This design comes from an exercise in tuning for a short achievable clock period and few clock cycles on the open sky130 flow, not from production work. RTL that was checked went through simulation tests only; none was proved equivalent to the original. Function not checked in runs 2 to 4 and 6: the RTL went through the layout flow alone. Power is estimated from default activity; no workload was simulated.

**flow/constraint.sdc**
```tcl
create_clock -name core_clock -period 9.0 [get_ports {clk}]
set_input_delay 1.8000 -clock core_clock [delete_from_list [all_inputs] [get_ports {clk}]]
set_output_delay 1.8000 -clock core_clock [all_outputs]
set_load 0.01 [all_outputs]
```
**flow/standard.sh**
```bash
#!/bin/bash
# synth_recipe.tcl (not shown) runs the flow's synth.tcl, then flattens the netlist and writes it again
# the make line also repeats each setting of config.mk as NAME=value (left out here)
make -C /OpenROAD-flow-scripts/flow DESIGN_CONFIG=/design/flow/config.mk WORK_HOME=/design/flow/orfs CLKGATE_MAP_FILE= SYNTH_SCRIPT=/design/flow/synth_recipe.tcl "${@:-finish}"
```
**flow/flow/run.sh**
```bash
#!/bin/bash
set -euo pipefail
bash standard.sh SETUP_SLACK_MARGIN=7 TNS_END_PERCENT=100 finish > standard.log 2>&1
```
**flow/config.mk**
```make
export PLATFORM = sky130hd
export DESIGN_NAME = mips_core
export DESIGN_NICKNAME = mips_core
export VERILOG_FILES = /design/flow/design.v
export SDC_FILE = /design/flow/constraint.sdc
export NUM_CORES = 4
export LEC_CHECK = 0
export CAP_MARGIN = 20
export CORE_MARGIN = 2
export CORE_UTILIZATION = 60
export SLEW_MARGIN = 20
export SYNTH_HIERARCHICAL = 1
export SYNTH_MINIMUM_KEEP_SIZE = 0
```
**flow/design.v**
```verilog
package mips_isa_pkg;
	localparam int data_w     = 32;
	localparam int reg_addr_w = 5;
	localparam int imm_w      = 16;
	localparam int jidx_w     = 26;   
	localparam logic [data_w-1:0] pc_step  = 32'd4;
	localparam logic [data_w-1:0] reset_pc = 32'h0000_0000;
	typedef enum logic [5:0] {
		RTYPE = 6'b000000,
		J     = 6'b000010,
		BEQ   = 6'b000100,
		BNE   = 6'b000101,
		ADDI  = 6'b001000,
		ADDIU = 6'b001001,
		LW    = 6'b100011,
		SW    = 6'b101011
	} opcode_t;
	typedef enum logic [5:0] {
		ADD  = 6'b100000,
		ADDU = 6'b100001,
		SUB  = 6'b100010,
		SUBU = 6'b100011,
		AND  = 6'b100100,
		OR   = 6'b100101,
		SLT  = 6'b101010
	} funct_t;   
endpackage
package mips_pipe_pkg;
	typedef enum logic [2:0] {
		ALU_ADD,
		ALU_SUB,
		ALU_AND,
		ALU_OR,
		ALU_SLT
	} alu_op_t;
	typedef enum logic [1:0] {
		FWD_NONE,
		FWD_WB,
		FWD_MEM
	} fwd_sel_t;
	typedef struct packed {
		logic    regwrite;
		logic    memtoreg;
		logic    memwrite;
		logic    memread;     
		logic    branch;
		logic    branch_ne;   
		logic    jump;
		logic    alusrc;      
		logic    regdst;      
		alu_op_t alu_op;
	} ctrl_t;
	localparam ctrl_t ctrl_bubble = 12'd0;
endpackage
`timescale 1ns/10ps
module register_file (
	input  logic        clk,
	input  logic [4:0]  rd_addr_a,
	input  logic [4:0]  rd_addr_b,
	output logic [31:0] rd_data_a,
	output logic [31:0] rd_data_b,
	input  logic [4:0]  wr_addr,    
	input  logic [31:0] wr_data
);
	logic [31:0] regs [32];
	always_ff @(posedge clk) begin
		if (wr_addr != 5'd0)
			regs[wr_addr] <= wr_data;
	end
	assign rd_data_a = regs[rd_addr_a];
	assign rd_data_b = regs[rd_addr_b];
endmodule
`timescale 1ns/10ps
module ks_add #(
	parameter int W = 32
) (
	input  logic [W-1:0] a,
	input  logic [W-1:0] b,
	input  logic         cin,
	output logic [W-1:0] s,
	output logic         cout
);
	localparam int L = (W > 16) ? 5 : (W > 8) ? 4 : (W > 4) ? 3 : (W > 2) ? 2 : 1;   
	logic [W-1:0] p;
	logic [W-1:0] g [L+1];
	logic [W-1:0] q [L+1];   
	ks_p #(.W(W)) u_p (
		.a (a),
		.b (b),
		.p (p)
	);
	ks_g #(.W(W)) u_g (
		.a   (a),
		.b   (b),
		.cin (cin),
		.g   (g[0])
	);
	assign q[0] = {p[W-1:1], 1'b0};   
	for (genvar l = 0; l < L; l++) begin : g_lvl
		ks_lvl #(.W(W), .D(1 << l)) u_lvl (
			.gi (g[l]),
			.qi (q[l]),
			.go (g[l+1]),
			.qo (q[l+1])
		);
	end
	ks_p #(.W(W)) u_s (
		.a (p),
		.b ({g[L][W-2:0], cin}),
		.p (s)
	);
	assign cout = g[L][W-1];
endmodule
module ks_p #(
	parameter int W = 32
) (
	input  logic [W-1:0] a,
	input  logic [W-1:0] b,
	output logic [W-1:0] p
);
	assign p = a ^ b;
endmodule
module ks_g #(
	parameter int W = 32
) (
	input  logic [W-1:0] a,
	input  logic [W-1:0] b,
	input  logic         cin,
	output logic [W-1:0] g
);
	assign g[W-1:1] = a[W-1:1] & b[W-1:1];
	assign g[0]     = (a[0] & b[0]) | (a[0] & cin) | (b[0] & cin);
endmodule
module ks_lvl #(
	parameter int W = 32,
	parameter int D = 1
) (
	input  logic [W-1:0] gi,
	input  logic [W-1:0] qi,
	output logic [W-1:0] go,
	output logic [W-1:0] qo
);
	for (genvar i = 0; i < W; i++) begin : g_bit
		if (i >= D) begin : g_op
			assign go[i] = gi[i] | (qi[i] & gi[i-D]);
			assign qo[i] = qi[i] & qi[i-D];
		end else begin : g_pass
			assign go[i] = gi[i];
			assign qo[i] = qi[i];
		end
	end
endmodule
module mux2v #(
	parameter int W = 32
) (
	input  logic         s,
	input  logic [W-1:0] a,
	input  logic [W-1:0] b,
	output logic [W-1:0] y
);
	assign y = s ? a : b;
endmodule
module mux4h #(
	parameter int W = 32
) (
	input  logic [3:0]   s,
	input  logic [W-1:0] d0,
	input  logic [W-1:0] d1,
	input  logic [W-1:0] d2,
	input  logic [W-1:0] d3,
	output logic [W-1:0] y,
	output logic [W-1:0] yn
);
	assign y  = ({W{s[0]}} & d0) | ({W{s[1]}} & d1) | ({W{s[2]}} & d2) | ({W{s[3]}} & d3);
	assign yn = ~y;
endmodule
module eq_cmp #(
	parameter int W = 32
) (
	input  logic [W-1:0] a,
	input  logic [W-1:0] b,
	output logic         eq
);
	assign eq = a == b;
endmodule
module alu_res (
	input  logic        op_add,
	input  logic        op_and,
	input  logic        op_or,
	input  logic        op_slt,
	input  logic [31:0] sum,
	input  logic        slt,
	input  logic [31:0] a,
	input  logic [31:0] b,
	output logic [31:0] res,
	output logic [31:0] res_n
);
	logic [31:0] other;
	assign other = ({32{op_and}} & (a & b)) | ({32{op_or}} & (a | b)) | {31'd0, op_slt & slt};
	assign res   = op_add ? sum : other;
	assign res_n = ~res;
endmodule
module inc_add #(
	parameter int W = 30
) (
	input  logic [W-1:0] a,
	output logic [W-1:0] s
);
	logic [W-1:0] c;
	assign c[0] = 1'b1;
	for (genvar i = 1; i < W; i++) begin : g_c
		assign c[i] = &a[i-1:0];
	end
	assign s = a ^ c;
endmodule
`timescale 1ns/10ps
module mips_core (
	input  logic        clk,
	input  logic        rst,
	output logic [31:0] pc,
	input  logic [31:0] instr,
	output logic        memwrite,
	output logic [31:0] memaddr,
	output logic [31:0] memwritedata,
	input  logic [31:0] memreaddata
);
	logic        ex_br;         
	logic        ex_nk;         
	logic        ex_pred;
	logic        ex_bne;
	logic        ex_hi_mis;     
	logic [31:0] ex_pc4;        
	logic [15:0] ex_off;        
	logic        ex_load;
	logic        ex_store;
	logic [4:0]  ex_dst;
	logic        ex_sub;        
	logic        ex_op_and;
	logic        ex_op_or;
	logic        ex_op_slt;
	logic        ex_op_add;     
	logic [31:0] ex_a;          
	logic [31:0] ex_b;          
	logic [31:0] ex_bn;         
	logic        ex_sb_mp, ex_sb_mn, ex_sb_rp, ex_sb_rn;
	logic [31:0] ex_sd;         
	logic        ex_sa_mem, ex_ss_mem;   
	logic        ex_kill;       
	logic [31:0] mem_res;
	logic [31:0] mem_res_n;     
	logic [31:0] mem_sd;
	logic        mem_store;
	logic        mem_load;
	logic [4:0]  mem_dst;
	logic [31:0] wb_val;
	logic [4:0]  wb_dst;
	logic        stall;
	logic        mispredict;
	logic [31:0] pc4;
	logic [5:0]  f_op;
	logic        f_j;
	logic        f_br;
	logic        f_bpred;
	logic [7:0]  f_lo;
	logic        f_take;        
	logic [31:0] f_jtarget;
	logic        f_use_bt;
	logic [31:0] f_other;
	logic [31:0] f_next;
	assign f_op = instr[31:26];
	assign f_j  = f_op == 6'b000010;
	assign f_br = f_op[5:1] == 5'b00010;
	assign f_bpred = (instr[25:21] == instr[20:16]) ? !f_op[0] : (instr[15] || f_op[0]);
	inc_add #(.W(30)) f_inc (
		.a (pc[31:2]),
		.s (pc4[31:2])
	);
	assign pc4[1:0] = pc[1:0];
	ks_add #(.W(8)) f_add (
		.a    (pc[9:2]),
		.b    (instr[7:0]),
		.cin  (1'b1),
		.s    (f_lo),
		.cout ()
	);
	assign f_take    = f_bpred;
	assign f_jtarget = {pc4[31:28], instr[25:0], 2'b00};
	assign f_other  = f_j ? f_jtarget : pc4;
	assign f_use_bt = !f_j && f_br && f_take;
	assign f_next   = {f_other[31:10], f_use_bt ? f_lo : f_other[9:2], pc[1:0]};
	logic [31:0] pc_d;
	mux2v #(.W(32)) f_msel (
		.s (mispredict),
		.a (x_alt),
		.b (f_next),
		.y (pc_d)
	);
	always_ff @(posedge clk) begin
		if (rst)
			pc <= 32'd0;
		else if (!stall)
			pc <= pc_d;
	end
	logic [5:0]  d_op;
	logic [5:0]  d_fn;
	logic [4:0]  d_rs, d_rt, d_rd;
	logic        d_rtype, d_addi, d_load, d_store, d_br;
	logic        d_fadd, d_fsub, d_fand, d_for, d_fslt;
	logic [4:0]  d_dst;
	logic        d_use_rs, d_use_rt;
	logic [31:0] d_ra, d_rb;
	assign d_op = instr[31:26];
	assign d_fn = instr[5:0];
	assign d_rs = instr[25:21];
	assign d_rt = instr[20:16];
	assign d_rd = instr[15:11];
	assign d_rtype = d_op == 6'b000000;
	assign d_addi  = d_op[5:1] == 5'b00100;
	assign d_load  = d_op == 6'b100011;
	assign d_store = d_op == 6'b101011;
	assign d_br    = d_op[5:1] == 5'b00010;
	assign d_fadd  = d_rtype && d_fn[5:1] == 5'b10000;
	assign d_fsub  = d_rtype && d_fn[5:1] == 5'b10001;
	assign d_fand  = d_rtype && d_fn == 6'b100100;
	assign d_for   = d_rtype && d_fn == 6'b100101;
	assign d_fslt  = d_rtype && d_fn == 6'b101010;
	always_comb begin
		if (d_fadd || d_fsub || d_fand || d_for || d_fslt)
			d_dst = d_rd;
		else if (d_addi || d_load)
			d_dst = d_rt;
		else
			d_dst = 5'd0;
	end
	assign d_use_rs = d_rtype || d_addi || d_load || d_store || d_br;
	assign d_use_rt = d_rtype || d_store || d_br;
	assign stall = ex_load && !ex_kill && ex_dst != 5'd0 &&
		((d_use_rs && ex_dst == d_rs) || (d_use_rt && ex_dst == d_rt));
	register_file rf0 (
		.clk       (clk),
		.rd_addr_a (d_rs),
		.rd_addr_b (d_rt),
		.rd_data_a (d_ra),
		.rd_data_b (d_rb),
		.wr_addr   (wb_dst),
		.wr_data   (wb_val)
	);
	always_ff @(posedge clk) begin
		if (rst || stall) begin
			ex_br    <= 1'b0;
			ex_load  <= 1'b0;
			ex_store <= 1'b0;
			ex_dst   <= 5'd0;
		end else begin
			ex_br    <= d_br;
			ex_load  <= d_load;
			ex_store <= d_store;
			ex_dst   <= d_dst;
		end
	end
	always_ff @(posedge clk) begin
		if (rst)
			ex_kill <= 1'b0;
		else
			ex_kill <= mispredict;
	end
	logic        d_sub, d_alusrc;
	logic        d_fa_mem, d_fa_wb, d_fb_mem, d_fb_wb;
	logic [31:0] d_wb_next, d_a, d_b;
	assign d_sub     = d_fsub || d_fslt;
	assign d_alusrc  = !d_rtype && !d_br;
	assign d_fa_mem  = d_rs != 5'd0 && !ex_kill && ex_dst == d_rs;
	assign d_fa_wb   = d_rs != 5'd0 && mem_dst == d_rs;
	assign d_fb_mem  = d_rt != 5'd0 && !ex_kill && ex_dst == d_rt;
	assign d_fb_wb   = d_rt != 5'd0 && mem_dst == d_rt;
	assign d_wb_next = mem_load ? memreaddata : mem_res;
	logic        d_wt_a, d_wt_b;
	logic [31:0] d_bn, d_bx;
	assign d_wt_a = d_rs != 5'd0 && wb_dst == d_rs && !d_fa_wb;
	assign d_wt_b = d_rt != 5'd0 && wb_dst == d_rt && !d_fb_wb;
	mux4h #(.W(32)) d_amux (
		.s  ({1'b0, d_fa_wb, d_wt_a, d_rs != 5'd0 && !d_fa_wb && !d_wt_a}),
		.d0 (d_ra),
		.d1 (wb_val),
		.d2 (d_wb_next),
		.d3 (32'd0),
		.y  (d_a),
		.yn ()
	);
	mux4h #(.W(32)) d_bmux (
		.s  ({1'b0, d_fb_wb, d_wt_b, d_rt != 5'd0 && !d_fb_wb && !d_wt_b}),
		.d0 (d_rb),
		.d1 (wb_val),
		.d2 (d_wb_next),
		.d3 (32'd0),
		.y  (d_b),
		.yn (d_bn)
	);
	mux4h #(.W(32)) d_bxmux (
		.s  ({d_alusrc, d_fb_wb && !d_alusrc, d_wt_b && !d_alusrc,
		      d_rt != 5'd0 && !d_fb_wb && !d_wt_b && !d_alusrc}),
		.d0 (d_rb),
		.d1 (wb_val),
		.d2 (d_wb_next),
		.d3 ({{16{instr[15]}}, instr[15:0]}),
		.y  (d_bx),
		.yn ()
	);
	logic [7:0] d_tlo;
	logic       d_tc, d_hi_same;
	ks_add #(.W(8)) d_tadd (
		.a    (pc4[9:2]),
		.b    (instr[7:0]),
		.cin  (1'b0),
		.s    (d_tlo),
		.cout (d_tc)
	);
	assign d_hi_same = d_tc ? (instr[15:8] == 8'hff) : (instr[15:8] == 8'h00);
	always_ff @(posedge clk) begin
		ex_nk     <= d_op[0] ^ f_take;
		ex_bne    <= d_op[0];
		ex_hi_mis <= f_take && !d_hi_same;
		ex_pred   <= f_take;
		ex_pc4    <= pc4;
		ex_off    <= instr[15:0];
		ex_sub    <= d_sub;
		ex_op_and <= d_fand;
		ex_op_or  <= d_for;
		ex_op_slt <= d_fslt;
		ex_op_add <= !(d_fand || d_for || d_fslt);
		ex_a      <= d_a;
		ex_b      <= d_bx;
		ex_bn     <= d_bn;
		ex_sb_mp  <= !d_alusrc && !d_sub && d_fb_mem;
		ex_sb_mn  <= !d_alusrc && d_sub && d_fb_mem;
		ex_sb_rp  <= d_alusrc || (!d_sub && !d_fb_mem);
		ex_sb_rn  <= !d_alusrc && d_sub && !d_fb_mem;
		ex_sd     <= d_b;
		ex_sa_mem <= d_fa_mem;
		ex_ss_mem <= d_fb_mem;
	end
	logic [31:0] x_a, x_b, x_sd, x_sum, x_res;
	logic        x_cout, x_slt;
	logic [31:0] x_res_n;
	logic        x_eq;
	mux2v #(.W(32)) x_amux (
		.s (ex_sa_mem),
		.a (mem_res),
		.b (ex_a),
		.y (x_a)
	);
	mux4h #(.W(32)) x_bmux (
		.s  ({ex_sb_rn, ex_sb_rp, ex_sb_mn, ex_sb_mp}),
		.d0 (mem_res),
		.d1 (mem_res_n),
		.d2 (ex_b),
		.d3 (ex_bn),
		.y  (x_b),
		.yn ()
	);
	mux2v #(.W(32)) x_sdmux (
		.s (ex_ss_mem),
		.a (mem_res),
		.b (ex_sd),
		.y (x_sd)
	);
	ks_add #(.W(32)) x_add (
		.a    (x_a),
		.b    (x_b),
		.cin  (ex_sub),
		.s    (x_sum),
		.cout (x_cout)
	);
	assign x_slt = x_a[31] ^ x_b[31] ^ x_cout;
	alu_res x_rmux (
		.op_add (ex_op_add),
		.op_and (ex_op_and),
		.op_or  (ex_op_or),
		.op_slt (ex_op_slt),
		.sum    (x_sum),
		.slt    (x_slt),
		.a      (x_a),
		.b      (x_b),
		.res    (x_res),
		.res_n  (x_res_n)
	);
	logic [31:0] x_btarget, x_alt;
	ks_add #(.W(30)) x_badd (
		.a    (ex_pc4[31:2]),
		.b    ({{14{ex_off[15]}}, ex_off}),
		.cin  (1'b0),
		.s    (x_btarget[31:2]),
		.cout ()
	);
	assign x_btarget[1:0] = ex_pc4[1:0];
	logic x_taken;
	assign x_taken = x_eq ^ ex_bne;
	assign x_alt   = (ex_pred && !(ex_hi_mis && x_taken)) ? ex_pc4 : x_btarget;
	logic x_eq_rr, x_eq_mr, x_eq_rm;
	eq_cmp #(.W(32)) x_cmp_rr (
		.a  (ex_a),
		.b  (ex_sd),
		.eq (x_eq_rr)
	);
	eq_cmp #(.W(32)) x_cmp_mr (
		.a  (mem_res),
		.b  (ex_sd),
		.eq (x_eq_mr)
	);
	eq_cmp #(.W(32)) x_cmp_rm (
		.a  (ex_a),
		.b  (mem_res),
		.eq (x_eq_rm)
	);
	assign x_eq = ex_sa_mem ? (ex_ss_mem || x_eq_mr) : (ex_ss_mem ? x_eq_rm : x_eq_rr);
	assign mispredict = ex_br && !ex_kill && ((x_eq != ex_nk) || ex_hi_mis);
	always_ff @(posedge clk) begin
		if (rst) begin
			mem_store <= 1'b0;
			mem_load  <= 1'b0;
			mem_dst   <= 5'd0;
		end else begin
			mem_store <= ex_store && !ex_kill;
			mem_load  <= ex_load && !ex_kill;
			mem_dst   <= ex_kill ? 5'd0 : ex_dst;
		end
	end
	always_ff @(posedge clk) begin
		mem_res   <= x_res;
		mem_res_n <= x_res_n;
		mem_sd    <= x_sd;
	end
	assign memwrite     = mem_store;
	assign memaddr      = mem_res;
	assign memwritedata = mem_sd;
	always_ff @(posedge clk) begin
		if (rst)
			wb_dst <= 5'd0;
		else
			wb_dst <= mem_dst;
	end
	always_ff @(posedge clk) begin
		wb_val <= mem_load ? memreaddata : mem_res;
	end
endmodule
```
==> results.json, run 1 <==
{
  "min_path_type": "reg -> reg",
  "numCtsBuffers": 150,
  "initial_core_util": 0.603,
  "cts_tree": "done",
  "grt_pass1_vias": 55100,
  "area_growth_pct": 28.8,
  "max_freq_mhz": 291,
  "holdWs_ns": 0.477,
  "pin_count": 163,
  "required_ns": 9.68,
  "maxCapViolCount": 0,
  "grt_max_degree": 96,
  "wire_per_inst_um": 38.3,
  "drt_iter0_drc": 10100,
  "p_comb_frac": 0.222,
  "clk_path_buf_depth": 3,
  "seqPwrFrac": 0.459,
  "drive_gt1_frac": 0.304,
  "clk-insertion-delay-late_ns": 0.82,
  "swShare": 0.313,
  "syn_area_um2": 72000,
  "routed_wl_um": 315000,
  "first_pass_iters": 10,
  "tightest_slew_ns": 1.05,
  "place_area_um2": 75200,
  "irDropWorstVdd_mv": 0.204,
  "p_sw_w": 0.00611,
  "place_hpwl_um": 148000,
  "via_count": 59500,
  "die_w_um": 350,
  "leakagePower_nw": 37.5,
  "io_buffers": 162,
  "die_h_um": 350,
  "maxSlewViolCount": 0,
  "rsz0062_at_grt": "true",
  "die_area_um2": 123000,
  "hold_violations": 0,
  "timing.setup.tns_ns": 0,
  "finish.instance_area_um2": 92700,
  "antenna_found_initial": 13,
  "synthCells": 5802,
  "largest_register_ff_count": 1024,
  "clk_pin_slew_ns": 0.06,
  "crit_path_cell_trace": "xor2_1, nor4_4, nand4_1, nor2_1, mux2i_2, mux2i_2, buf_6, xor2_2, nor2_2, nor3b_2, buf_6, buf_12, buf_16, mux2_4, nand3_2, a21oi_2",
  "place_congestion": 0.951,
  "worstSetupPathType": "reg -> reg",
  "overflow": 0,
  "grt_pass1_wl_um": 411000,
  "internal-power_w": 0.0134,
  "max_stage_delay_ns": 0.55,
  "nets": 6549,
  "worstPathMaxFanout": 8,
  "ys_warn_count": 20,
  "timing.final.crit_share": 0.382,
  "route.detailed.drc": 0,
  "status": "timing/DRC/antenna clean",
  "slowest_stage": "dfxtp_2",
  "largest-register": "rf0.regs",
  "fin_skew_ns": 0.0323,
  "syn_avg_cell_area_um2": 12.4,
  "finalSetupViolCount": 0,
  "htreeDepth": 4,
  "cp-end-kind": "flip-flop",
  "power.density_nw_per_um2": 210,
  "start_kind": "flip-flop",
  "cts_root_buffer": "clkbuf_16",
  "maxSlewHeadroom": 0.302,
  "postCtsHoldBufs": 0,
  "p_clk_frac": 0.318,
  "min_period_ns": 3.44,
  "track_usage": 0.480,
  "via_per_inst": 7.23,
  "cts.sinks": 1396,
  "rows": 127,
  "antenna_left": 0,
  "fill_cells": 7250,
  "core_um2": 119000,
  "cp_data_arrival_time_ns": 4.11
}
## per-layer routing
layer / track usage / wire [um]
met5: 0.00314 / 69
met4: 0.377 / 31100
met3: 0.166 / 48500
met2: 0.688 / 130000
met1: 0.592 / 105000
## cells in the final DEF, fill, tap and decap left out, types with 79 or more instances in the layout
cell,n
nand3_1,211
edfxtp_1,1024
mux2i_1,984
clkbuf_16,192
buf_12,106
a21oi_1,133
dfxtp_2,79
a22oi_1,377
and2_1,270
buf_4,274
buf_6,217
nand2_1,274
buf_16,113
a21o_1,258
a22oi_2,205
dfxtp_1,225
xor2_1,219
mux2_4,149
conb_1,111
## layout make-up
| cell class | count | area [um2] | share of cell area |
|---|---|---|---|
| tap | 1612 | 2020 | 0.0217 |
| inverter | 8 | 30.0 | 0.000324 |
| antenna | 16 | 40.0 | 0.000432 |
| timing repair buffer | 850 | 12200 | 0.132 |
| sequential | 1396 | 38600 | 0.416 |
| multi-input combinational | 4072 | 35100 | 0.379 |
| clock inverter | 68 | 601 | 0.00648 |
| clock buffer | 209 | 4190 | 0.0452 |
## critical path, delay by kind of cell (launching register included)
kind / cells / cell delay (ns)
multiplexers: 3 / 0.63
XOR/XNOR: 2 / 0.34
AND/OR/NAND/NOR: 6 / 1.11
flip-flops: 1 / 0.55
buffers and inverters: 4 / 0.60
AO/OA/AOI/OAI: 1 / 0.06
## metrics by stage
step           worst slack (ns)  power, W   util  instances
2_1_floorplan              5.38    0.0106      -       5910
3_3_place_gp               3.25    0.0119  0.629       7345
3_5_place_dp               3.20    0.0120  0.629       7346
4_1_cts                    5.77    0.0188  0.745       8054
5_1_grt                    5.48    0.0198  0.776       8217
6_report                   5.56    0.0195  0.776       8231
## power by group through the flow
stage,clock [W],combinational [W],sequential (W)
floorplan,0,0.00173,0.00882
CTS,0.00614,0.00382,0.00887
detailed placement,0,0.00291,0.00906
global route,0.00642,0.00441,0.00896
finish,0.00620,0.00433,0.00895
global placement,0,0.00289,0.00905
## final timing paths
check / from / end / slack, ns / cells after the start
hold reg to reg: pc[1] / ex_pc4[1] / 0.48 / 1
hold / removal: pc[1] / ex_pc4[1] / 0.48 / 1
setup reg to reg: ex_a[12] / pc[23] / 5.56 / 16
setup / recovery: ex_a[12] / pc[23] / 5.56 / 16
## timing repair
| item | 4_1_cts | 5_1_grt |
|---|---|---|
| endpoints found under the setup margin | 1256 | 438 |
| resized for setup | 1365 | 326 |
| gates cloned | 105 | 46 |
| buffers inserted | 326 | 115 |
| pin swaps | 298 | 258 |
Testbench counts, summed over its fixed seeds: cycles 26,129.
==> run 2, diff against run 1 <==
--- a/flow/design.v
+++ b/flow/design.v
@@ -513,7 +513,10 @@
 		.eq (x_eq_rm)
 	);
 	assign x_eq = ex_sa_mem ? (ex_ss_mem || x_eq_mr) : (ex_ss_mem ? x_eq_rm : x_eq_rr);
-	assign mispredict = ex_br && !ex_kill && ((x_eq != ex_nk) || ex_hi_mis);
+	logic x_mp_eq, x_mp_ne;
+	assign x_mp_eq    = ex_br && !ex_kill && (!ex_nk || ex_hi_mis);
+	assign x_mp_ne    = ex_br && !ex_kill && (ex_nk || ex_hi_mis);
+	assign mispredict = x_eq ? x_mp_eq : x_mp_ne;
 	always_ff @(posedge clk) begin
 		if (rst) begin
 			mem_store <= 1'b0;
==> flow/flow/run.sh (replaced) <==
#!/bin/bash
set -euo pipefail
bash standard.sh SETUP_SLACK_MARGIN=6 TNS_END_PERCENT=100 finish > standard.log 2>&1
==> run 2 against run 1 <==
Net effect: largest cell class unchanged; sequential cell count is the same; largest power group unchanged; synthesized cell count is the same; via count is 7.5% lower; routed wire length is 12% lower; global-route usage decreased by 5.3 points; highest routed layer unchanged; register-to-register slack lost 0.06 ns; worst setup slack worse by 0.063 ns; sequential share of layout area rose by 2.6 points; core utilization is 4.7 points lower; count of clock-buffer cells in the layout decreased by 9.
==> results.json, run 2 <==
{
  "required_ns": 9.64,
  "cts_root_buffer": "clkbuf_16",
  "grt_pass1_vias": 52300,
  "numCtsBuffers": 149,
  "min_path_type": "reg -> reg",
  "fill_cells": 8158,
  "clk-insertion-delay-late_ns": 0.82,
  "ff_latch_area_um2": 38500,
  "path_buf_inv": 3,
  "maxSlewViolCount": 0,
  "largest-register": "rf0.regs",
  "multi_input_area_um2": 33700,
  "via_count": 55000,
  "area_growth_pct": 21.0,
  "min_period_ns": 3.50,
  "die_area_um2": 123000,
  "syn_avg_cell_area_um2": 12.4,
  "maxCapViolCount": 0,
  "crit_path_cell_trace": "buf_4, xor2_1, nor4_1, nand4_1, nor2_1, mux2i_1, mux2i_4, xnor2_2, o21ai_2, buf_6, clkbuf_16, mux2_4, mux2_4, nand3_2, a21oi_2",
  "finish.instance_area_um2": 87100,
  "die_w_um": 350,
  "status": "timing/DRC/antenna clean",
  "hold_violations": 0,
  "nets": 6319,
  "timing.setup.tns_ns": 0,
  "rsz0062_at_grt": "true",
  "worstSetupPathType": "reg -> reg",
  "final_cell_mix": "edfxtp_1 (1024), mux2i_1 (1008), a22oi_1 (463)",
  "postCtsHoldBufs": 0,
  "maxSlewHeadroom": 0.259,
  "fin_skew_ns": 0.0330,
  "place_congestion": 0.967,
  "place_hpwl_um": 146000,
  "power.density_nw_per_um2": 218,
  "grt_max_degree": 96,
  "grt_pass1_wl_um": 376000,
  "start_kind": "flip-flop",
  "die_h_um": 350,
  "track_usage": 0.427,
  "leakagePower_nw": 35.2,
  "max_freq_mhz": 286,
  "final_util": 0.729,
  "pin_count": 163,
  "wire_per_inst_um": 34.8,
  "irDropWorstVdd_mv": 0.224,
  "path_common_cell": "mux2_4",
  "clk_path_buf_depth": 3,
  "syn_area_um2": 72000,
  "largest_register_ff_count": 1024,
  "cp_data_arrival_time_ns": 4.14,
  "drive_gt1_frac": 0.239,
  "antenna_found_initial": 10,
  "initial_core_util": 0.602,
  "timing.final.crit_share": 0.389,
  "rows": 127,
  "power.total_w": 0.0190,
  "first_pass_iters": 8,
  "core_um2": 119000,
  "final_common_cell": "edfxtp_1",
  "worstPathMaxFanout": 7,
  "route.detailed.drc": 0,
  "overflow": 0,
  "tightest_slew_ns": 1.11,
  "via_per_inst": 6.89,
  "finalSetupViolCount": 0,
  "drt_iter0_drc": 7910,
  "cts.sinks": 1396,
  "critical_path.top_delay_family": "multiplexers",
  "max_stage_delay_ns": 0.40,
  "routed_wl_um": 278000,
  "synthCells": 5802,
  "cts_tree": "done",
  "place_area_um2": 74800,
  "cp-end-kind": "flip-flop",
  "antenna_left": 0,
  "ys_warn_count": 20,
  "holdWs_ns": 0.461,
  "htreeDepth": 4,
  "slowest_stage": "mux2i_4",
  "clk_pin_slew_ns": 0.06,
  "io_buffers": 162
}
-- run 2: changes by cell type in the layout (fill, tap and decap cells not counted), moves of 28 or more --
cell,previous run,this run
buf_12,106,70
and2_1,270,299
a22oi_2,205,119
o21ai_1,43,9
mux2_2,41,69
buf_16,113,45
buf_4,274,246
buf_8,39,7
dfxtp_1,225,258
buf_6,217,119
o21ai_0,24,58
and2_4,45,13
a22oi_1,377,463
-- run 2: area by class of cell --
class / instances / share of cell area
Sequential cell: 1396 / 0.442
Inverter: 8 / 0.000345
Clock buffer: 200 / 0.0473
Multi-Input combinational cell: 4074 / 0.386
Antenna cell: 6 / 0.000172
Clock inverter: 66 / 0.00879
Timing Repair Buffer: 619 / 0.0920
Tap cell: 1612 / 0.0232
-- run 2: timing repair --
item / 4_1_cts / 5_1_grt
gates cloned: 53 / 40
gates resized for setup: 952 / 318
pin swaps: 64 / 152
endpoints found under the setup margin: 319 / 327
setup buffers: 190 / 73
-- run 2: worst paths after layout --
path,to,depth (start not counted),from,slack (ns)
worst max-delay path,pc[3],15,mem_res[31],5.50
worst min-delay path,mem_store,1,ex_store,0.46
worst max register to register,pc[3],15,mem_res[31],5.50
worst min register to register,mem_store,1,ex_store,0.46
-- run 2: per-layer routing --
layer | vias up | GRT usage | part of all wire
li1 | 22900 | - | -
met2 | 3912 | 0.651 | 0.44
met3 | 1103 | 0.103 | 0.12
met5 | - | 0 | 0.00020
met4 | 8 | 0.282 | 0.083
met1 | 27100 | 0.545 | 0.36
-- run 2: per-stage QoR --
step           std cells  setup slack (ns)
4_1_cts             7862              5.74
3_3_place_gp        7353              3.50
5_1_grt             7981              5.50
2_1_floorplan       5910              5.38
3_5_place_dp        7353              3.46
6_report            7981              5.50
-- run 2: report_power, final --
part | switching, W | total [W] | internal (W)
clock network | 0.00267 | 0.00624 | 0.00357
registers | 0.000697 | 0.00873 | 0.00803
logic | 0.00248 | 0.00401 | 0.00154
total | 0.00584 | 0.0190 | 0.0131
-- run 2: worst register-to-register path: cells and delay by family, from the launching register on --
kind | cells | cell delay [ns]
multiplexers | 4 | 1.13
XOR/XNOR | 2 | 0.29
buffers and inverters | 3 | 0.50
AO/OA/AOI/OAI | 2 | 0.27
flip-flops | 1 | 0.36
AND/OR/NAND/NOR | 4 | 0.77
==> run 3, diff against run 2 <==
--- a/flow/design.v
+++ b/flow/design.v
@@ -213,6 +213,22 @@
 	end
 	assign s = a ^ c;
 endmodule
+module mp_sel (
+	input  logic eq_rr,
+	input  logic eq_mr,
+	input  logic eq_rm,
+	input  logic sa_mem,
+	input  logic ss_mem,
+	input  logic br,
+	input  logic kill,
+	input  logic nk,
+	input  logic hi_mis,
+	output logic mp
+);
+	logic eq;
+	assign eq = sa_mem ? (ss_mem || eq_mr) : (ss_mem ? eq_rm : eq_rr);
+	assign mp = br && !kill && ((eq != nk) || hi_mis);
+endmodule
 `timescale 1ns/10ps
 module mips_core (
 	input  logic        clk,
@@ -289,11 +305,17 @@
 	assign f_use_bt = !f_j && f_br && f_take;
 	assign f_next   = {f_other[31:10], f_use_bt ? f_lo : f_other[9:2], pc[1:0]};
 	logic [31:0] pc_d;
-	mux2v #(.W(32)) f_msel (
+	mux2v #(.W(16)) f_msel_lo (
 		.s (mispredict),
-		.a (x_alt),
-		.b (f_next),
-		.y (pc_d)
+		.a (x_alt[15:0]),
+		.b (f_next[15:0]),
+		.y (pc_d[15:0])
+	);
+	mux2v #(.W(16)) f_msel_hi (
+		.s (mispredict_hi),
+		.a (x_alt[31:16]),
+		.b (f_next[31:16]),
+		.y (pc_d[31:16])
 	);
 	always_ff @(posedge clk) begin
 		if (rst)
@@ -513,10 +535,31 @@
 		.eq (x_eq_rm)
 	);
 	assign x_eq = ex_sa_mem ? (ex_ss_mem || x_eq_mr) : (ex_ss_mem ? x_eq_rm : x_eq_rr);
-	logic x_mp_eq, x_mp_ne;
-	assign x_mp_eq    = ex_br && !ex_kill && (!ex_nk || ex_hi_mis);
-	assign x_mp_ne    = ex_br && !ex_kill && (ex_nk || ex_hi_mis);
-	assign mispredict = x_eq ? x_mp_eq : x_mp_ne;
+	logic mispredict_hi;
+	mp_sel x_mp_lo (
+		.eq_rr  (x_eq_rr),
+		.eq_mr  (x_eq_mr),
+		.eq_rm  (x_eq_rm),
+		.sa_mem (ex_sa_mem),
+		.ss_mem (ex_ss_mem),
+		.br     (ex_br),
+		.kill   (ex_kill),
+		.nk     (ex_nk),
+		.hi_mis (ex_hi_mis),
+		.mp     (mispredict)
+	);
+	mp_sel x_mp_hi (
+		.eq_rr  (x_eq_rr),
+		.eq_mr  (x_eq_mr),
+		.eq_rm  (x_eq_rm),
+		.sa_mem (ex_sa_mem),
+		.ss_mem (ex_ss_mem),
+		.br     (ex_br),
+		.kill   (ex_kill),
+		.nk     (ex_nk),
+		.hi_mis (ex_hi_mis),
+		.mp     (mispredict_hi)
+	);
 	always_ff @(posedge clk) begin
 		if (rst) begin
 			mem_store <= 1'b0;
==> run 3 against run 2 <==
Net effect: still clean; count of clock-buffer cells in the layout grew 9; routed wire length is 1.0% higher; clock skew fell by 0.0018 ns; design area down 1.6%; fmax rose by 6.2%; area after synthesis is 0.18% higher; critical path type unchanged.
==> results.json, run 3 <==
{
  "wire_per_inst_um": 35.4,
  "finalSetupViolCount": 0,
  "dp_slack_ns": 3.44,
  "pin_count": 163,
  "min_period_ns": 3.30,
  "initial_core_util": 0.603,
  "timing.final.crit_share": 0.366,
  "core_um2": 120000,
  "dp_cells": 7364,
  "required_ns": 9.64,
  "synthCells": 5819,
  "tightest_slew_ns": 1.26,
  "holdWs_ns": 0.438,
  "via_count": 54800,
  "maxCapViolCount": 0,
  "hold_violations": 0,
  "final_common_cell": "edfxtp_1",
  "area_growth_pct": 18.8,
  "grt_pass1_wl_um": 375000,
  "critical_path.top_delay_family": "simple AND/OR/NAND/NOR gates",
  "clk_path_buf_depth": 3,
  "die_h_um": 351,
  "routed_wl_um": 280000,
  "final_cell_mix": "edfxtp_1 (1024), mux2i_1 (1021), a22oi_1 (471)",
  "crit_path_cell_trace": "xor2_1, nor4_4, nand4_1, nor2_4, mux2i_1, o21ai_1, xor2_1, a21boi_2, buf_6, buf_16, mux2_4, mux2_4, nand3_2, a21oi_2",
  "min_path_type": "reg -> reg",
  "fin_skew_ns": 0.0312,
  "grt_use_met2": 0.662,
  "track_usage": 0.430,
  "die_w_um": 351,
  "worstPathMaxFanout": 8,
  "worstSetupPathType": "reg -> reg",
  "cts.sinks": 1396,
  "place_congestion": 0.968,
  "nets": 6258,
  "maxSlewViolCount": 0,
  "clk-insertion-delay-late_ns": 0.81,
  "timing.setup.tns_ns": 0,
  "route.detailed.drc": 0,
  "first_pass_iters": 6,
  "cts_root_buffer": "clkbuf_16",
  "drive_gt1_frac": 0.224,
  "syn_area_um2": 72100,
  "antenna_left": 0,
  "cp-end-kind": "flip-flop",
  "start_kind": "flip-flop",
  "largest-register": "rf0.regs",
  "cts_tree": "done",
  "irDropWorstVdd_mv": 0.238,
  "maxSlewHeadroom": 0.157,
  "power.density_nw_per_um2": 222,
  "rsz0062_at_grt": "true",
  "final_util": 0.716,
  "grt_max_degree": 96,
  "overflow": 0,
  "largest_register_ff_count": 1024,
  "use_met1": 0.556,
  "max_freq_mhz": 303,
  "die_area_um2": 123000,
  "ys_warn_count": 20,
  "antenna_found_initial": 11,
  "place_hpwl_um": 149000,
  "worst_slack_ns": 5.70,
  "path_buf_inv": 2,
  "io_buffers": 162,
  "max_stage_delay_ns": 0.47,
  "htreeDepth": 4,
  "cp_data_arrival_time_ns": 3.94,
  "status": "timing/DRC/antenna clean",
  "slowest_stage": "dfxtp_4",
  "syn_avg_cell_area_um2": 12.4,
  "drt_iter0_drc": 8137,
  "via_per_inst": 6.92,
  "grt-busiest-layer": "met2",
  "grt_pass1_vias": 51700,
  "numCtsBuffers": 150,
  "leakagePower_nw": 34.8,
  "use_met3": 0.104,
  "rows": 127,
  "final_cells": 7924,
  "clk_pin_slew_ns": 0.07
}
## run 3: changes by cell type in the layout (fill, tap and decap cells not counted), moves of 9 or more
cell	previous run	this run
buf_12	70	37
buf_6	119	100
nand3_2	56	40
o21ai_1	9	25
dfxtp_1	258	243
nand3_1	219	234
o21ai_0	58	44
xor2_1	232	246
clkinv_2	18	31
mux2i_1	1008	1021
clkbuf_8	9	20
clkinv_1	22	12
mux2i_2	15	5
a31oi_1	54	63
## run 3: final cells by class
class                   instances  area [um2]
flip-flops and latches       1396       38500
fillers                      8293       33900
multi-input cells            4076       33100
repair buffers                551        7020
clock buffers                 209        4280
well taps                    1612        2020
clock inverters                66         729
inverters                      12        45.0
diodes                          2        5.00
## run 3: repair_timing
item	4_1_cts	5_1_grt
endpoints found under the setup margin	325	268
cloned	43	31
hold endpoints to repair	0	0
pin swaps	74	66
setup buffers	171	38
hold buffers	0	0
gates resized for setup	960	183
## run 3: final timing paths
check        startpoint  cells after the start  slack [ns]   endpoint
max             ex_a[2]                     14        5.70     pc[24]
min            ex_store                      1        0.44  mem_store
max reg2reg     ex_a[2]                     14        5.70     pc[24]
min reg2reg    ex_store                      1        0.44  mem_store
## run 3: routing by layer
| layer | part of all wire | routed length (um) | vias up |
|---|---|---|---|
| met5 | 0.00068 | 190 | - |
| met4 | 0.069 | 19400 | 12 |
| li1 | - | - | 22800 |
| met2 | 0.44 | 124000 | 3988 |
| met1 | 0.36 | 102000 | 27100 |
| met3 | 0.13 | 35200 | 924 |
## run 3: metrics by stage
stage	power (W)	area [um2]
final	0.0190	85700
after global placement	0.0118	75000
after floorplan	0.0104	73100
after global routing	0.0194	85700
after detailed placement	0.0119	75000
after CTS	0.0186	83800
## run 3: where the power goes
| group | switching, W | internal, W | leakage, nW |
|---|---|---|---|
| clock network | 0.00266 | 0.00370 | 2.47 |
| registers | 0.000855 | 0.00804 | 12.4 |
| logic | 0.00227 | 0.00150 | 19.9 |
| total | 0.00578 | 0.0132 | 34.8 |
==> run 4, diff against run 3 <==
--- a/flow/design.v
+++ b/flow/design.v
@@ -301,8 +301,8 @@
 	);
 	assign f_take    = f_bpred;
 	assign f_jtarget = {pc4[31:28], instr[25:0], 2'b00};
-	assign f_other  = f_j ? f_jtarget : pc4;
-	assign f_use_bt = !f_j && f_br && f_take;
+	assign f_other  = stall ? pc : f_j ? f_jtarget : pc4;
+	assign f_use_bt = !stall && !f_j && f_br && f_take;
 	assign f_next   = {f_other[31:10], f_use_bt ? f_lo : f_other[9:2], pc[1:0]};
 	logic [31:0] pc_d;
 	mux2v #(.W(16)) f_msel_lo (
@@ -320,7 +320,7 @@
 	always_ff @(posedge clk) begin
 		if (rst)
 			pc <= 32'd0;
-		else if (!stall)
+		else
 			pc <= pc_d;
 	end
 	logic [5:0]  d_op;
==> run 4 against run 3 <==
Net effect: combinational power is 4% higher; critical path type unchanged; fmax fell by 0.41%; synthesized cell count is 0.60% lower; area after synthesis decreased by 0.51%; count of clock-buffer cells in the layout decreased by 10; clock power decreased by 2%; global-route usage is 1.2 points higher; sequential share of layout area shrank 1.4 points; register-to-register slack about the same; hold slack got worse by 0.068 ns; critical path depth increased by 1; routed wire length increased by 3.2%; highest routed layer unchanged.
==> results.json, run 4 <==
{
  "status": "timing/DRC/antenna clean",
  "fill_cells": 7564,
  "antenna_found_initial": 17,
  "timing.setup.tns_ns": 0,
  "worstPathMaxFanout": 7,
  "holdWs_ns": 0.371,
  "die_h_um": 350,
  "numCtsBuffers": 150,
  "synthCells": 5784,
  "maxSlewHeadroom": 0.234,
  "irDropWorstVdd_mv": 0.224,
  "max_stage_delay_ns": 0.40,
  "multi_input_area_um2": 33600,
  "finalSetupViolCount": 0,
  "timing.final.crit_share": 0.368,
  "cp-end-kind": "flip-flop",
  "max_freq_mhz": 302,
  "final_common_cell": "edfxtp_1",
  "final_cell_mix": "edfxtp_1 (1024), mux2i_1 (1018), a22oi_1 (453)",
  "path_buf_inv": 4,
  "rows": 126,
  "cts_root_buffer": "clkbuf_16",
  "syn_avg_cell_area_um2": 12.4,
  "clk_path_buf_depth": 3,
  "routed_wl_um": 289000,
  "io_buffers": 162,
  "syn_area_um2": 71800,
  "cts.sinks": 1396,
  "wire_per_inst_um": 35.9,
  "clk_pin_slew_ns": 0.06,
  "place_congestion": 0.966,
  "postCtsHoldBufs": 0,
  "grt_max_degree": 86,
  "worst_slack_ns": 5.69,
  "power.density_nw_per_um2": 216,
  "overflow": 0,
  "min_period_ns": 3.31,
  "route.detailed.drc": 0,
  "via_count": 56600,
  "power.total_w": 0.0191,
  "rsz0062_at_grt": "true",
  "maxSlewViolCount": 0,
  "initial_core_util": 0.606,
  "hold_depth": 0,
  "largest_register_ff_count": 1024,
  "area_growth_pct": 23.3,
  "dp_slack_ns": 2.91,
  "hold_violations": 0,
  "via_per_inst": 7.02,
  "crit_path_cell_trace": "xor2_1, nor4_1, buf_4, nand4_1, nor2_4, mux2i_1, o21ai_2, xor2_1, a21boi_2, buf_6, buf_12, buf_12, mux2_4, mux2_4, nor2b_1",
  "final_util": 0.747,
  "cp.depth": 15,
  "start_kind": "flip-flop",
  "slowest_stage": "dfxtp_4",
  "die_w_um": 350,
  "min_path_type": "reg -> reg",
  "required_ns": 9.65,
  "drt_iter0_drc": 9423,
  "cts_tree": "done",
  "largest-register": "rf0.regs",
  "antenna_left": 0,
  "tightest_slew_ns": 1.15,
  "place_hpwl_um": 151000,
  "clk-insertion-delay-late_ns": 0.81,
  "first_pass_iters": 7,
  "pin_count": 163,
  "nets": 6395,
  "track_usage": 0.442,
  "cp_data_arrival_time_ns": 3.96,
  "grt_pass1_vias": 52500,
  "ff_latch_area_um2": 38500,
  "worstSetupPathType": "reg -> reg",
  "fin_skew_ns": 0.0235,
  "critical_path.top_delay_family": "simple AND/OR/NAND/NOR gates",
  "rr_worst_depth": 15,
  "leakagePower_nw": 36.1,
  "ys_warn_count": 20,
  "maxCapViolCount": 0,
  "die_area_um2": 122000,
  "core_um2": 118000,
  "drive_gt1_frac": 0.253,
  "htreeDepth": 4,
  "grt_pass1_wl_um": 382000
}
-- run 4: final timing paths --
check / slack (ns) / endpoint / from
min reg2reg: 0.37 / ex_pc4[0] / pc[0]
max: 5.69 / pc[22] / ex_sd[31]
max reg2reg: 5.69 / pc[22] / ex_sd[31]
min: 0.37 / ex_pc4[0] / pc[0]
-- run 4: worst reg2reg max path: cells and delay by family (launching register included) --
kind / cells / cell delay, ns
xor+xnor: 2 / 0.37
mux: 3 / 0.67
simple gates: 4 / 0.78
compound gates: 2 / 0.30
flops: 1 / 0.40
buf+inv: 4 / 0.63
-- run 4: where the power goes --
group          internal [W]  switching, W
registers           0.00804      0.000934
logic               0.00162       0.00230
clock network       0.00352       0.00271
-- run 4: final cells by class --
class | instances | area share
well taps | 1600 | 0.0226
diodes | 11 | 0.000311
flip-flops and latches | 1396 | 0.436
repair buffers | 705 | 0.106
clock buffers | 199 | 0.0472
clock inverters | 80 | 0.00853
multi-input cells | 4059 | 0.380
inverters | 12 | 0.000509
-- run 4: through the flow --
stage | area, um2 | std cells
floorplan | 72400 | 5892
global placement | 74400 | 7323
detailed placement | 74500 | 7324
CTS | 85100 | 7894
global route | 88400 | 8052
finish | 88500 | 8062
-- run 4: what timing repair did --
item,CTS,global route
setup buffers,219,118
resized for setup,1097,293
setup endpoints to repair,324,286
pin swaps,99,162
gates cloned,72,39
-- run 4: metal layers --
layer	GRT usage	vias to the layer above	wire length [um]
met5	0	-	95
met4	0.276	16	22400
met3	0.132	1136	41400
met2	0.646	4730	123000
met1	0.578	27600	103000
li1	-	23000	-
==> run 5, diff against run 4 <==
--- a/flow/design.v
+++ b/flow/design.v
@@ -243,7 +243,7 @@
 	logic        ex_br;         
 	logic        ex_nk;         
 	logic        ex_pred;
-	logic        ex_bne;
+	logic [31:0] ex_pc;         
 	logic        ex_hi_mis;     
 	logic [31:0] ex_pc4;        
 	logic [15:0] ex_off;        
@@ -299,7 +299,14 @@
 		.s    (f_lo),
 		.cout ()
 	);
-	assign f_take    = f_bpred;
+	logic f_nopred;
+	always_ff @(posedge clk) begin
+		if (rst)
+			f_nopred <= 1'b0;
+		else if (!stall)
+			f_nopred <= mispredict && ex_hi_mis;
+	end
+	assign f_take    = f_bpred && !f_nopred;
 	assign f_jtarget = {pc4[31:28], instr[25:0], 2'b00};
 	assign f_other  = stall ? pc : f_j ? f_jtarget : pc4;
 	assign f_use_bt = !stall && !f_j && f_br && f_take;
@@ -440,10 +447,10 @@
 	assign d_hi_same = d_tc ? (instr[15:8] == 8'hff) : (instr[15:8] == 8'h00);
 	always_ff @(posedge clk) begin
 		ex_nk     <= d_op[0] ^ f_take;
-		ex_bne    <= d_op[0];
 		ex_hi_mis <= f_take && !d_hi_same;
 		ex_pred   <= f_take;
 		ex_pc4    <= pc4;
+		ex_pc     <= pc;
 		ex_off    <= instr[15:0];
 		ex_sub    <= d_sub;
 		ex_op_and <= d_fand;
@@ -464,7 +471,6 @@
 	logic [31:0] x_a, x_b, x_sd, x_sum, x_res;
 	logic        x_cout, x_slt;
 	logic [31:0] x_res_n;
-	logic        x_eq;
 	mux2v #(.W(32)) x_amux (
 		.s (ex_sa_mem),
 		.a (mem_res),
@@ -515,9 +521,7 @@
 		.cout ()
 	);
 	assign x_btarget[1:0] = ex_pc4[1:0];
-	logic x_taken;
-	assign x_taken = x_eq ^ ex_bne;
-	assign x_alt   = (ex_pred && !(ex_hi_mis && x_taken)) ? ex_pc4 : x_btarget;
+	assign x_alt = ex_hi_mis ? ex_pc : ex_pred ? ex_pc4 : x_btarget;
 	logic x_eq_rr, x_eq_mr, x_eq_rm;
 	eq_cmp #(.W(32)) x_cmp_rr (
 		.a  (ex_a),
@@ -534,7 +538,6 @@
 		.b  (mem_res),
 		.eq (x_eq_rm)
 	);
-	assign x_eq = ex_sa_mem ? (ex_ss_mem || x_eq_mr) : (ex_ss_mem ? x_eq_rm : x_eq_rr);
 	logic mispredict_hi;
 	mp_sel x_mp_lo (
 		.eq_rr  (x_eq_rr),
==> run 5 against run 4 <==
Net effect: still clean on timing, DRC and antenna; worst setup slack improved by 0.046 ns; sequential cell count increased by 30; non-clock buffer count decreased by 136; critical path depth unchanged; via count decreased by 3.2%; fmax increased by 1.4%; die area increased by 1.1%; register-to-register slack improved by 0.05 ns.
==> results.json, run 5 <==
{
  "largest-register": "rf0.regs",
  "syn_avg_cell_area_um2": 12.3,
  "antenna_found_initial": 4,
  "synthCells": 5914,
  "path_common_cell": "a21o_1",
  "worstReg2RegEnd": "mem_res_n[0]",
  "whs_endpoint": "ex_pc4[1]",
  "place_hpwl_um": 142000,
  "final_util": 0.723,
  "maxSlewHeadroom": 0.304,
  "max_stage_delay_ns": 0.36,
  "antenna_left": 0,
  "power.density_nw_per_um2": 220,
  "min_path_type": "reg -> reg",
  "rsz0062_at_grt": "true",
  "grt_use_met2": 0.625,
  "fill_cells": 8216,
  "wire_per_inst_um": 33.2,
  "nets": 6376,
  "path_buf_inv": 3,
  "hold_depth": 0,
  "maxCapViolCount": 0,
  "die_h_um": 352,
  "multi_input_area_um2": 33600,
  "overflow": 0,
  "pin_count": 163,
  "max_freq_mhz": 306,
  "ys_warn_count": 20,
  "use_met1": 0.542,
  "irDropWorstVdd_mv": 0.274,
  "timing.final.crit_share": 0.363,
  "numCtsBuffers": 151,
  "hold_violations": 0,
  "place_congestion": 0.968,
  "cts_root_buffer": "clkbuf_16",
  "required_ns": 9.66,
  "critical_path.top_delay_family": "compound AO/OA/AOI/OAI gates",
  "largest_register_ff_count": 1024,
  "r2r-start": "ex_sa_mem",
  "dp_slack_ns": 3.29,
  "first_pass_iters": 6,
  "final_cell_mix": "mux2i_1 (1073), edfxtp_1 (1024), a22oi_1 (436)",
  "clk-insertion-delay-late_ns": 0.81,
  "worst_slack_ns": 5.73,
  "route.detailed.drc": 0,
  "cp_data_arrival_time_ns": 3.93,
  "cts_tree": "done",
  "start_kind": "flip-flop",
  "holdWs_ns": 0.384,
  "leakagePower_nw": 35.3,
  "grt_pass1_wl_um": 366000,
  "ff_latch_area_um2": 39100,
  "clk_path_buf_depth": 3,
  "crit_path_cell_trace": "buf_12, buf_12, buf_12, mux2_4, xor2_4, a21o_1, a21o_1, a21o_4, a21o_1, a21o_1, xnor2_2, xnor2_2, a21oi_1, nand3_1, o21ai_1",
  "finalSetupViolCount": 0,
  "drive_gt1_frac": 0.218,
  "cts.sinks": 1426,
  "grt-busiest-layer": "met2",
  "io_buffers": 162,
  "clk_pin_slew_ns": 0.06,
  "routed_wl_um": 267000,
  "die_area_um2": 124000,
  "rr_worst_depth": 15,
  "tightest_slew_ns": 1.04,
  "initial_core_util": 0.605,
  "via_count": 54800,
  "ff2ff_setup_slack_ns": 5.73,
  "min_period_ns": 3.27,
  "htreeDepth": 4,
  "use_met3": 0.0934,
  "cp-end-kind": "flip-flop",
  "fin_skew_ns": 0.0307,
  "track_usage": 0.414,
  "grt_pass1_vias": 52700,
  "startpoint": "ex_sa_mem",
  "worstPathMaxFanout": 8,
  "core_um2": 120000,
  "via_per_inst": 6.81,
  "worstSetupPathType": "reg -> reg",
  "drt_iter0_drc": 7521,
  "slowest_stage": "dfxtp_4",
  "die_w_um": 352,
  "timing.setup.tns_ns": 0,
  "min_from": "pc[1]",
  "area_growth_pct": 19.5,
  "syn_area_um2": 72600,
  "final_common_cell": "mux2i_1",
  "grt_max_degree": 99,
  "rows": 127,
  "status": "timing/DRC/antenna clean",
  "maxSlewViolCount": 0
}
==> run 5: cell type report <==
class | count | area share
clock buffer | 210 | 0.0493
timing repair buffer | 569 | 0.0799
inverter | 12 | 0.000520
sequential | 1426 | 0.451
clock inverter | 66 | 0.00821
multi-input combinational | 4145 | 0.388
antenna | 1 | 0.0000289
tap | 1612 | 0.0233
==> run 5: per-layer routing <==
| layer | part of all wire | wire length [um] |
|---|---|---|
| met5 | 0.00011 | 29 |
| met4 | 0.068 | 18100 |
| met3 | 0.12 | 30700 |
| met2 | 0.44 | 118000 |
| met1 | 0.38 | 100000 |
==> run 5: through the flow <==
step                      power, W  cells  area (um2)
after global placement      0.0120   7458       75700
final                       0.0190   8041       86700
after detailed placement    0.0120   7458       75700
after CTS                   0.0187   7947       84800
after global routing        0.0195   8040       86700
after floorplan             0.0106   6022       73800
==> run 5: power by group <==
group | switching [W] | leakage (nW) | internal [W] | total (W)
logic | 0.00233 | 20.3 | 0.00146 | 0.00379
clock network | 0.00266 | 2.43 | 0.00367 | 0.00634
registers | 0.000753 | 12.6 | 0.00817 | 0.00892
total | 0.00575 | 35.3 | 0.0133 | 0.0190
==> run 5: how the worst max path moves through the flow <==
| stage | end | slack (ns) | cells after the start |
|---|---|---|---|
| finish | mem_res_n[0] | 5.73 | 15 |
| global route | mem_res_n[0] | 5.74 | 14 |
| CTS | pc[9] | 5.80 | 8 |
| detailed placement | ex_a[31] | 3.29 | 10 |
| global placement | ex_a[4] | 3.30 | 10 |
| floorplan | pc[9] | 5.16 | 10 |
==> run 5: what timing repair did <==
item                                   4_1_cts  5_1_grt
gates resized for setup                    979      197
setup endpoints to repair                  319      283
pin swaps                                   80       71
hold buffers                                 0        0
endpoints found under the hold margin        0        0
cloned                                      48       21
buffers inserted                           165       72
Testbench counts of run 5, summed over its fixed seeds: cycles 26,129.
==> run 6, diff against run 5 <==
--- a/flow/design.v
+++ b/flow/design.v
@@ -189,13 +189,16 @@
 	input  logic        op_or,
 	input  logic        op_slt,
 	input  logic [31:0] sum,
-	input  logic        slt,
+	input  logic        cout,       
+	input  logic        sgn,        
 	input  logic [31:0] a,
 	input  logic [31:0] b,
 	output logic [31:0] res,
 	output logic [31:0] res_n
 );
+	logic        slt;
 	logic [31:0] other;
+	assign slt   = sgn ^ cout;
 	assign other = ({32{op_and}} & (a & b)) | ({32{op_or}} & (a | b)) | {31'd0, op_slt & slt};
 	assign res   = op_add ? sum : other;
 	assign res_n = ~res;
@@ -229,6 +232,13 @@
 	assign eq = sa_mem ? (ss_mem || eq_mr) : (ss_mem ? eq_rm : eq_rr);
 	assign mp = br && !kill && ((eq != nk) || hi_mis);
 endmodule
+module ff1 (
+	input  logic clk,
+	input  logic d,
+	output logic q
+);
+	always_ff @(posedge clk) q <= d;
+endmodule
 `timescale 1ns/10ps
 module mips_core (
 	input  logic        clk,
@@ -336,7 +346,6 @@
 	logic        d_rtype, d_addi, d_load, d_store, d_br;
 	logic        d_fadd, d_fsub, d_fand, d_for, d_fslt;
 	logic [4:0]  d_dst;
-	logic        d_use_rs, d_use_rt;
 	logic [31:0] d_ra, d_rb;
 	assign d_op = instr[31:26];
 	assign d_fn = instr[5:0];
@@ -361,10 +370,8 @@
 		else
 			d_dst = 5'd0;
 	end
-	assign d_use_rs = d_rtype || d_addi || d_load || d_store || d_br;
-	assign d_use_rt = d_rtype || d_store || d_br;
 	assign stall = ex_load && !ex_kill && ex_dst != 5'd0 &&
-		((d_use_rs && ex_dst == d_rs) || (d_use_rt && ex_dst == d_rt));
+		(ex_dst == d_rs || ex_dst == d_rt);
 	register_file rf0 (
 		.clk       (clk),
 		.rd_addr_a (d_rs),
@@ -469,21 +476,43 @@
 		ex_ss_mem <= d_fb_mem;
 	end
 	logic [31:0] x_a, x_b, x_sd, x_sum, x_res;
-	logic        x_cout, x_slt;
+	logic        x_cout;
 	logic [31:0] x_res_n;
-	mux2v #(.W(32)) x_amux (
+	logic       ex_sa_mem_hi;
+	logic [3:0] ex_sb_hi;
+	ff1 x_sa_hi (.clk(clk), .d(d_fa_mem), .q(ex_sa_mem_hi));
+	ff1 x_sb_hi0 (.clk(clk), .d(!d_alusrc && !d_sub && d_fb_mem), .q(ex_sb_hi[0]));
+	ff1 x_sb_hi1 (.clk(clk), .d(!d_alusrc && d_sub && d_fb_mem), .q(ex_sb_hi[1]));
+	ff1 x_sb_hi2 (.clk(clk), .d(d_alusrc || (!d_sub && !d_fb_mem)), .q(ex_sb_hi[2]));
+	ff1 x_sb_hi3 (.clk(clk), .d(!d_alusrc && d_sub && !d_fb_mem), .q(ex_sb_hi[3]));
+	mux2v #(.W(16)) x_amux_lo (
 		.s (ex_sa_mem),
-		.a (mem_res),
-		.b (ex_a),
-		.y (x_a)
+		.a (mem_res[15:0]),
+		.b (ex_a[15:0]),
+		.y (x_a[15:0])
+	);
+	mux2v #(.W(16)) x_amux_hi (
+		.s (ex_sa_mem_hi),
+		.a (mem_res[31:16]),
+		.b (ex_a[31:16]),
+		.y (x_a[31:16])
 	);
-	mux4h #(.W(32)) x_bmux (
+	mux4h #(.W(16)) x_bmux_lo (
 		.s  ({ex_sb_rn, ex_sb_rp, ex_sb_mn, ex_sb_mp}),
-		.d0 (mem_res),
-		.d1 (mem_res_n),
-		.d2 (ex_b),
-		.d3 (ex_bn),
-		.y  (x_b),
+		.d0 (mem_res[15:0]),
+		.d1 (mem_res_n[15:0]),
+		.d2 (ex_b[15:0]),
+		.d3 (ex_bn[15:0]),
+		.y  (x_b[15:0]),
+		.yn ()
+	);
+	mux4h #(.W(16)) x_bmux_hi (
+		.s  (ex_sb_hi),
+		.d0 (mem_res[31:16]),
+		.d1 (mem_res_n[31:16]),
+		.d2 (ex_b[31:16]),
+		.d3 (ex_bn[31:16]),
+		.y  (x_b[31:16]),
 		.yn ()
 	);
 	mux2v #(.W(32)) x_sdmux (
@@ -499,14 +528,14 @@
 		.s    (x_sum),
 		.cout (x_cout)
 	);
-	assign x_slt = x_a[31] ^ x_b[31] ^ x_cout;
 	alu_res x_rmux (
 		.op_add (ex_op_add),
 		.op_and (ex_op_and),
 		.op_or  (ex_op_or),
 		.op_slt (ex_op_slt),
 		.sum    (x_sum),
-		.slt    (x_slt),
+		.cout   (x_cout),
+		.sgn    (x_a[31] ^ x_b[31]),
 		.a      (x_a),
 		.b      (x_b),
 		.res    (x_res),
==> run 6 against run 5 <==
Net effect: combinational power is 4% higher; core utilization grew 0.44 points; design area up 0.74%; still clean on timing, DRC and antenna; sequential cell count grew 5; largest power group unchanged; critical endpoint is now pc[5]; die area is 0.39% higher.
==> results.json, run 6 <==
{
  "route.detailed.drc": 0,
  "maxCapViolCount": 0,
  "synthCells": 5891,
  "clk-insertion-delay-late_ns": 0.80,
  "track_usage": 0.421,
  "min_path_type": "reg -> reg",
  "die_w_um": 352,
  "postCtsHoldBufs": 0,
  "hold_violations": 0,
  "start_kind": "input port",
  "maxSlewHeadroom": 0.229,
  "largest-register": "rf0.regs",
  "io_buffers": 162,
  "timing.setup.tns_ns": 0,
  "initial_core_util": 0.606,
  "drt_iter0_drc": 8596,
  "cts_tree": "done",
  "rows": 127,
  "fill_cells": 8169,
  "tightest_slew_ns": 1.15,
  "multi_input_area_um2": 33400,
  "wire_per_inst_um": 34.4,
  "die_area_um2": 124000,
  "syn_avg_cell_area_um2": 12.4,
  "grt_max_degree": 97,
  "slowest_stage": "or4_4",
  "final_common_cell": "mux2i_1",
  "ys_warn_count": 21,
  "antenna_left": 0,
  "via_count": 55900,
  "overflow": 0,
  "ff_latch_area_um2": 39200,
  "status": "timing/DRC/antenna clean",
  "timing.final.crit_share": 0.377,
  "drive_gt1_frac": 0.225,
  "min_from": "pc[1]",
  "die_h_um": 352,
  "rr_worst_depth": 12,
  "pin_count": 163,
  "nets": 6379,
  "grt_pass1_wl_um": 378000,
  "first_pass_iters": 7,
  "core_um2": 120000,
  "cp_data_arrival_time_ns": 4.04,
  "cts_root_buffer": "clkbuf_16",
  "final_cell_mix": "mux2i_1 (1067), edfxtp_1 (1024), a22oi_1 (382)",
  "maxSlewViolCount": 0,
  "path_buf_inv": 1,
  "syn_area_um2": 72900,
  "antenna_found_initial": 7,
  "hold_depth": 0,
  "worstSetupPathType": "in -> reg",
  "max_freq_mhz": 295,
  "critical_path.top_delay_family": "simple AND/OR/NAND/NOR gates",
  "largest_register_ff_count": 1024,
  "r2r-start": "mem_res[0]",
  "crit_path_cell_trace": "buf_8, or3_4, or3b_4, or4_4, mux2i_4, o21ai_1, mux2_4, nor2b_4",
  "max_stage_delay_ns": 0.66,
  "grt_pass1_vias": 52600,
  "irDropWorstVdd_mv": 0.229,
  "clk_path_buf_depth": 3,
  "via_per_inst": 6.95,
  "final_util": 0.727,
  "finalSetupViolCount": 0,
  "rsz0062_at_grt": "true",
  "clk_pin_slew_ns": 0.06,
  "cp.depth": 8,
  "cts.sinks": 1431,
  "numCtsBuffers": 152,
  "startpoint": "instr[31]",
  "fin_skew_ns": 0.0314,
  "place_hpwl_um": 147000,
  "area_growth_pct": 19.9,
  "routed_wl_um": 277000,
  "worstPathMaxFanout": 8,
  "power.density_nw_per_um2": 219,
  "min_period_ns": 3.39,
  "cp-end-kind": "flip-flop",
  "leakagePower_nw": 35.5,
  "required_ns": 9.65,
  "htreeDepth": 4,
  "place_congestion": 0.955
}
-- run 6: changes by cell type in the layout (fill, tap and decap cells not counted), moves of 10 or more --
| cell | before | now |
|---|---|---|
| a21oi_1 | 144 | 131 |
| and2_4 | 20 | 4 |
| o21ai_1 | 1 | 24 |
| and2_1 | 292 | 307 |
| nor2b_1 | 25 | 38 |
| a22oi_1 | 436 | 382 |
| a22oi_2 | 146 | 200 |
| buf_12 | 41 | 57 |
| buf_16 | 44 | 54 |
| nor2_1 | 22 | 11 |
| a31oi_2 | 2 | 17 |
| a31oi_1 | 60 | 45 |
| mux2_2 | 45 | 64 |
-- run 6: layer usage --
layer | track usage | vias to the layer above | part of all wire
met5 | 0.00308 | - | 0.00023
met4 | 0.242 | 4 | 0.066
met3 | 0.0983 | 967 | 0.12
met2 | 0.638 | 4021 | 0.44
met1 | 0.557 | 27900 | 0.37
li1 | - | 23100 | -
-- run 6: path summary, 6_finish.rpt --
kind / endpoint / slack [ns]
min: ex_pc4[1] / 0.37
max: pc[5] / 5.61
max reg2reg: mem_res[0] / 5.96
min reg2reg: ex_pc4[1] / 0.37
-- run 6: what timing repair did --
item | in CTS | in global routing
setup endpoints to repair | 316 | 286
pin swaps | 69 | 89
setup buffers | 159 | 85
endpoints found under the hold margin | 0 | 0
gates cloned | 58 | 25
gates resized for setup | 957 | 223
-- run 6: cell type report --
class | instances | share of cell area
Clock inverter | 67 | 0.00792
Inverter | 9 | 0.000387
Sequential cell | 1431 | 0.449
Timing Repair Buffer | 600 | 0.0892
Antenna cell | 5 | 0.000143
Tap cell | 1612 | 0.0231
Multi-Input combinational cell | 4114 | 0.382
Clock buffer | 205 | 0.0481
-- run 6: power by group --
| group | internal [W] | switching, W |
|---|---|---|
| clock network | 0.00362 | 0.00268 |
| registers | 0.00819 | 0.000674 |
| logic | 0.00145 | 0.00250 |
| total | 0.0133 | 0.00586 |
-- run 6: metrics by stage --
step,cells,cell area [um2],power (W),setup slack (ns),hold slack (ns)
5_1_grt,8039,87300,0.0195,5.59,0.381
4_1_cts,7927,85100,0.0188,5.65,0.374
2_1_floorplan,5999,74000,0.0106,5.19,0.348
3_5_place_dp,7438,75900,0.0121,3.13,0.358
6_report,8043,87300,0.0191,5.61,0.374
3_3_place_gp,7438,75900,0.0121,3.11,0.353
-- run 6: worst register-to-register path, stage by stage (launching register included) --
cell,delay (ns)
dfxtp_4,0.35
buf_4,0.16
a22oi_2,0.17
nand2_1,0.11
maj3_4,0.43
a21o_4,0.25
a21o_4,0.23
a21o_1,0.21
a21o_1,0.22
a21o_1,0.23
xor2_2,0.18
and2_4,0.18
o31a_1,0.23

[separate check: timing with driven ports]
The flow's constraints put no driver on any port. The routed layouts listed below were extracted and timed again, unchanged, in two steps. Step 1 (the two cells are an assumption about what drives the block):
set clk [get_ports {clk}]
set_driving_cell -lib_cell sky130_fd_sc_hd__clkbuf_16 $clk
set_driving_cell -lib_cell sky130_fd_sc_hd__buf_2 [delete_from_list [all_inputs] $clk]
Step 2 also shifts input and output timing later by t, the mid clock arrival at the registers, as if the neighbouring blocks saw the same clock. Three values: ideal, step 1, step 2; two values: the first two.
run | t (ns) | setup WS [ns] | hold slack, ns | slew at the worst register clock pin (ns)
run 1 | 0.881 | 5.563 / 5.547 / 4.666 | 0.477 / 0.477 / 0.477 | 0.07 / 0.07
run 2 | 0.876 | 5.500 / 5.500 / 4.703 | 0.461 / 0.461 / 0.461 | 0.07 / 0.07
run 3 | 0.869 | 5.702 / 5.675 / 4.806 | 0.438 / 0.438 / 0.438 | 0.07 / 0.07
run 4 | 0.874 | 5.689 / 5.678 / 4.804 | 0.371 / 0.371 / 0.371 | 0.07 / 0.07
run 5 | 0.869 | 5.735 / 5.679 / 4.810 | 0.384 / 0.384 / 0.384 | 0.07 / 0.07
run 6 | 0.867 | 5.609 / 5.555 / 4.688 | 0.374 / 0.374 / 0.374 | 0.07 / 0.07
After both steps every run listed still meets setup and hold. The setup slack of run 5, which loses most, moves by -0.056 ns with the drivers and by -0.925 ns with both steps.
